This is an optimization exercise on Yosys and OpenROAD, whose aim is small area and a short achievable clock period, not a production implementation. Function was checked by simulation only, so behaviour that the tests miss may differ from the original.

==> flow/design.v, too long to show whole: its modules and the start of the top module <==
// module mul_pipe: 2977 lines
module mul_pipe (
    input  logic        clk,
    input  logic        reset_n,
    input  logic        valid_i,
    input  logic [2:0]  funct3_i,
    input  logic [31:0] op1_data_i,
    input  logic [31:0] op2_data_i,
    input  logic [4:0]  rd_i,
    input  logic        ctrl_reg_write_i,
    input  logic        flush_i,
    output logic        valid_result_o,
    output logic [31:0] result_o,
    output logic [4:0]  rd_o,
    output logic        ctrl_reg_write_o,
    output logic        op_ending_o,
    output logic        busy_o,
    output logic        unsupported_o
);
  // ...
==> flow/run.sh <==
#!/bin/bash
# synth_recipe.tcl (not shown) runs the flow's synth.tcl, then flattens the netlist and writes it again
# the make line also repeats each setting of config.mk as NAME=value (left out here)
make -C /OpenROAD-flow-scripts/flow DESIGN_CONFIG=/design/flow/config.mk WORK_HOME=/design/flow/orfs CLKGATE_MAP_FILE= SYNTH_SCRIPT=/design/flow/synth_recipe.tcl finish
==> flow/config.mk <==
export PLATFORM = sky130hd
export DESIGN_NAME = mul_pipe
export DESIGN_NICKNAME = mul_pipe
export VERILOG_FILES = /design/flow/design.v
export SDC_FILE = /design/flow/constraint.sdc
export NUM_CORES = 4
export LEC_CHECK = 0
export CAP_MARGIN = 20
export CORE_MARGIN = 2
export CORE_UTILIZATION = 40
export SLEW_MARGIN = 20
==> flow/constraint.sdc <==
create_clock -name core_clock -period 10.0 [get_ports {clk}]
set_input_delay 2.0000 -clock core_clock [delete_from_list [all_inputs] [get_ports {clk}]]
set_output_delay 2.0000 -clock core_clock [all_outputs]
set_load 0.01 [all_outputs]
==> impl_metrics.csv, run 1 <==
group,metric,value,unit
sta,period_needed,8.05,ns
drt,wl_met2,70500,um
global_routing,groute.layer.met3.usage,10.0,%
min_path,min_path_type,"reg2reg",
die,dieArea,0.101,mm2
min_path,hold_path_depth,0,
critical_path,cp.required,10.50,ns
critical_path,slowest_stage,"buf_4",
yosys,syn_area_per_cell,7.38,um2
layout,fin_util,43.1,%
die,fp.dieH,317,um
placed_design,dp.cells,6181,
drt,drtAntennaViolNets,0,
cts,cts_max_level,1,
die,nWellTaps,1276,
yosys,synthXorXnorAreaFrac,2.79,%
outcome,status,"finished clean",
layout,design.seq.count,231,
global_routing,antenna_found_initial,7,
drt,wl_met3,23500,um
min_path,min_to,"res2_q[5]",
layout,multi_input_area_share,72.0,%
sta,setup_tns,0,ns
global_routing,grt_pass1_wl,250000,um
cts,cts_tree,"yes",
global_routing,grt_usage,33.3,%
layout,finish.net_count,5597,
cts,clk_path_buf_depth,3,
global_routing,busiest_layer,"met2",
layout,final-clk-cell-share,2.58,%
drt,drtIter0Drc,6383,
==> run 2: changes to the inputs <==
--- a/flow/design.v
+++ b/flow/design.v
@@ -15,22 +15,21 @@
     output logic        op_ending_o,
     output logic        busy_o,
     output logic        unsupported_o
 );
     logic [4:0]  vld_q;
     logic        unsup_q;
     logic [4:0]  wr_q;
     logic [4:0]  rd0_q, rd1_q, rd2_q, rd3_q, rd4_q;
-    logic [31:0] res1_q, res2_q, res3_q, res4_q;
-    logic [32:0] a_q, b_q;
+    logic [31:0] res2_q, res3_q, res4_q;
+    logic [32:0] a_q;
+    logic [32:0] b_q;
     logic        hi_q;
     logic        accept;
-    logic [63:0] prod;
-    logic [31:0] res1_d;
     assign accept = valid_i & ~funct3_i[2] & ~flush_i;
     logic [16:0] bo, bt, bn;
     logic pp0_0;
     logic pp0_1;
     logic pp0_2;
     logic pp0_3;
     logic pp0_4;
     logic pp0_5;
@@ -2936,18 +2935,22 @@
     assign r0[60] = c1046;
     assign r1[60] = s1047;
     assign r0[61] = c1048;
     assign r1[61] = s1049;
     assign r0[62] = c1050;
     assign r1[62] = s1051;
     assign r0[63] = c1052;
     assign r1[63] = s1053;
-    assign prod   = r0 + r1;
-    assign res1_d = hi_q ? prod[63:32] : prod[31:0];
+    logic [31:0] s1_q, c1_q;
+    logic        ci1_q;
+    logic [32:0] lo_sum;
+    logic [31:0] res2_d;
+    assign lo_sum = {1'b0, r0[31:0]} + {1'b0, r1[31:0]};
+    assign res2_d = s1_q + c1_q + {31'b0, ci1_q};
     always_ff @(posedge clk or negedge reset_n) begin
         if (!reset_n) begin
             vld_q   <= '0;
             unsup_q <= 1'b0;
         end else begin
             vld_q   <= flush_i ? 5'b0 : {vld_q[3:0], accept};
             unsup_q <= valid_i & funct3_i[2] & ~flush_i;
         end
@@ -2957,18 +2960,20 @@
         b_q    <= {~funct3_i[1] & op2_data_i[31], op2_data_i};
         hi_q   <= (funct3_i[1:0] != 2'b00);
         wr_q   <= {wr_q[3:0], ctrl_reg_write_i};
         rd0_q  <= rd_i;
         rd1_q  <= rd0_q;
         rd2_q  <= rd1_q;
         rd3_q  <= rd2_q;
         rd4_q  <= rd3_q;
-        res1_q <= res1_d;
-        res2_q <= res1_q;
+        s1_q   <= hi_q ? r0[63:32] : r0[31:0];
+        c1_q   <= hi_q ? r1[63:32] : r1[31:0];
+        ci1_q  <= hi_q & lo_sum[32];
+        res2_q <= res2_d;
         res3_q <= res2_q;
         res4_q <= res3_q;
     end
     assign valid_result_o   = vld_q[4];
     assign result_o         = res4_q;
     assign rd_o             = rd4_q;
     assign ctrl_reg_write_o = vld_q[4] & wr_q[4];
     assign op_ending_o      = vld_q[3] & ~flush_i;
==> flow/config.mk (replaced) <==
export PLATFORM = sky130hd
export DESIGN_NAME = mul_pipe
export DESIGN_NICKNAME = mul_pipe
export VERILOG_FILES = /design/flow/design.v
export SDC_FILE = /design/flow/constraint.sdc
export NUM_CORES = 4
export LEC_CHECK = 0
export ABC_AREA = 1
export CAP_MARGIN = 20
export CORE_MARGIN = 2
export CORE_UTILIZATION = 40
export SETUP_SLACK_MARGIN = 5
export SLEW_MARGIN = 20
==> run 2 against run 1 <==
  * Still clean
  * Core utilization grew 3.7 points
  * Global-route usage shrank 6.3 points
  * Critical path depth grew 1
  * Clock-buffer cell count grew 7
  * Critical endpoint is now ci1_q
==> impl_metrics.csv, run 2 <==
group,metric,value,unit
outcome,status,"finished clean",
critical_path,cp_max_fo,5,
critical_path,reg2reg_from,"b_q[1]",
global_routing,grt_pass1_vias,25998,
sta,rsz0062_at_grt,"yes",
sta,slew_viol_final,0,
cts,cts_max_level,2,
critical_path,startpoint_type,"register",
cts,cts.sinks,264,
die,die_w,282,um
yosys,synth_top_area_cell,"fa_1",
sta,worst_pin_slew,0.825,ns
sta,finalSetupViolCount,0,
sta,hold_viol,0,
yosys,synth_top_cell_area_share,30.4,%
drt,dr.pass1.iters,6,
drt,drtAntennaViolNets,0,
die,ios,119,
placed_design,place.gp.congestion,0.946,
cts,clk_path_buf_depth,3,
drt,wl_met1,41900,um
drt,top_layer,"met5",
min_path,worstHoldStart,"res3_q[30]",
cts,clk_latency,0.60,ns
global_routing,overflow,0,
cts,cts_buffers,35,
drt,vias,25726,
drt,drtIter0Drc,3005,
die,fp.dieH,282,um
layout,syn_to_final_growth,16.7,%
layout,top_regs,"a_q: 33 flops, b_q: 33 flops",
min_path,min_path_type,"reg2reg",
yosys,synth_nets,4148,
critical_path,crit_arrival,5.88,ns
drt,wl_met2,46700,um
global_routing,grt_pass1_wl,161000,um
drt,viasPerCell,5.57,
run,cap_violations,0,
global_routing,antenna_found_initial,3,
critical_path,critPathKind,"reg2reg",
yosys,synth_seq_cells,264,
placed_design,numPortBuffers,118,
drt,wl_per_cell,23.4,um
drt,wl_met3,13000,um
yosys,synth_most_common_cell,"inv_1",
global_routing,grt_usage,27.0,%
die,initial_utilization,40.2,%
yosys,synth_edf_count,0,
drt,drc,0,
critical_path,cp.required,10.41,ns
die,num_rows,102,
die,core,0.0771,mm2
cts,cts.clk_slew.worst_paths,0.06,ns
placed_design,dp_hpwl,75400,um
sta,post-route-period-util,54.7,%
layout,antenna_cells,0,
yosys,synthTopCellsByCount,"593 x inv_1, 543 x xor2_1, 478 x o22ai_1",
layout,drive_gt1_share,10.9,%
die,dieArea,0.0796,mm2
global_routing,grt_max_degree,82,
layout,final_common_cell,"inv_1",
cts,cts_tree,"yes",
yosys,ys.flop_type,"dfxtp_1",
yosys,ys_types,45,
drt,drt_wl_total,108000,um
sta,period_needed,5.47,ns
layout,final_cell_mix,"584 x inv_1, 542 x xor2_1, 475 x o22ai_1",
yosys,seq_area_frac_synth,17.2,%
sta,skew,0.0600,ns
yosys,syn_inst,3487,
layout,finish.net_count,4214,
layout,final.fill_count,7459,
sta,max_clock_freq,183,MHz
sta,setup_tns,0,ns
critical_path,crit_path_end_kind,"register",
yosys,synthArstFlopShare,2.27,%
yosys,ys.warnings.count,1,
cts,cts_root_buf,"clkbuf_16",
yosys,syn_area,0.0310,mm2
critical_path,cp-startpoint,"b_q[1]",
yosys,syn_area_per_cell,8.88,um2
yosys,yosys-top-cells-area,"fa_1 30%, dfxtp_1 17%, xor2_1 15%",
sta,relSlewSlack,45.0,%
run 2: cell types whose count changed after synthesis, moves of 73 or more:
cell | previous run | this run
a21oi_1 | 538 | 73
o21ai_0 | 397 | 88
clkbuf_1 | 558 | 84
buf_2 | 4 | 125
nor2_1 | 497 | 78
o22ai_1 | 182 | 478
a221oi_1 | 137 | 0
a211oi_1 | 209 | 8
a22oi_1 | 280 | 0
maj3_1 | 73 | 0
xor2_1 | 57 | 543
run 2: path summary, 6_finish.rpt:
path | endpoint | slack [ns] | cells after the start
hold reg to reg | res4_q[30] | 0.32 | 0
setup / recovery | ci1_q | 4.53 | 24
hold / removal | res4_q[30] | 0.32 | 0
min in group asynchronous | vld_q[2] | 1.68 | 1
max in group asynchronous | vld_q[3] | 8.11 | 1
setup reg to reg | ci1_q | 4.53 | 24
run 2: per-layer routing:
metal	track usage, %	up-vias
met1	34.6	12494
li1	-	11250
met2	41.0	1574
met5	0	-
met4	14.1	6
met3	8.42	402
run 2: cells by family (layout without fill, tap and decap cells):
kind of cell               Yosys count  in the layout  synth area share, %
adders and majority gates          584            584                 35.0
and+or+nand+nor                    499            503                 6.50
DFF                                264            264                 17.2
buffers and inverters              887            974                 11.5
xor gates and xnor gates           549            549                 15.6
AOI/OAI and AO/OA                  704            704                 14.3
run 2: cell type report:
class                           count  area (um2)  area share [%]
Multi-Input combinational cell   2340       22600            62.5
Sequential cell                   264        5340            14.8
Timing Repair Buffer              300        3240            8.98
Inverter                          611        2460            6.81
Tap cell                         1040        1300            3.60
Clock buffer                       40         925            2.56
Clock inverter                     22         270           0.748
Timing Repair inverter              1        8.76          0.0243
run 2: stage by stage:
stage / area (um2) / instances / hold WS [ns] / worst slack [ns] / utilization, %
2_1_floorplan: 31100 / 3487 / 0.310 / 4.94 / -
3_3_place_gp: 32900 / 4453 / 0.310 / 3.56 / 42.7
3_5_place_dp: 32900 / 4453 / 0.312 / 3.48 / 42.7
4_1_cts: 35300 / 4562 / 0.319 / 4.54 / 45.9
5_1_grt: 36100 / 4618 / 0.325 / 4.36 / 46.9
6_report: 36100 / 4618 / 0.317 / 4.53 / 46.9
run 2: worst max-delay path, stage by stage, from the launching register on:
cell and delay [ns]:
dfxtp_4 0.36, buf_12 0.14, nor2_4 0.16, clkinvlp_4 0.18, nand2_8 0.11, buf_4 0.12, o22ai_1 0.08, xor2_1 0.18
fa_1 0.51, inv_1 0.05, fa_1 0.50, fa_1 0.52, inv_1 0.05, fa_2 0.33, fa_1 0.48, fa_1 0.57
inv_1 0.06, ha_1 0.27, nand2_1 0.08, inv_1 0.05, nand3_2 0.07, a21oi_1 0.05, or2_4 0.23, a21oi_2 0.10
a21oi_1 0.06
run 2: timing repair:
item | CTS | global route
buffers inserted | 37 | 51
hold buffers | 0 | 0
resized for setup | 180 | 71
endpoints found under the setup margin | 65 | 25
gates cloned | 10 | 5
pin swaps | 24 | 17

re-timing with driven ports:
In the flow no input, the clock included, has a driving cell. The finished layouts below were timed again as built, in two steps.
Step 1: set_driving_cell puts a clkbuf_16 on clk and a buf_2 on each other input, an assumption about the parent block.
Step 2 moves the port delays by t, midway between the first and last clock arrival at a register: inputs arrive t later, outputs are due t later. That takes back most of the time a late clock gives input paths.
a / b / c = ideal ports / drivers / drivers and shift; a / b = the first two.
run | t (ns) | setup WS [ns] | slew at the worst register clock pin (ns) | worst data-port slew with drivers (ns) | cell pins on the clock port's net
run 1 | 0.699 | 1.953 / 1.953 / 1.953 | 0.07 / 0.07 | 0.06 | 1
run 2 | 0.639 | 4.528 / 4.528 / 4.528 | 0.07 / 0.07 | 0.05 | 1
After both steps setup and hold are still met in every run listed.
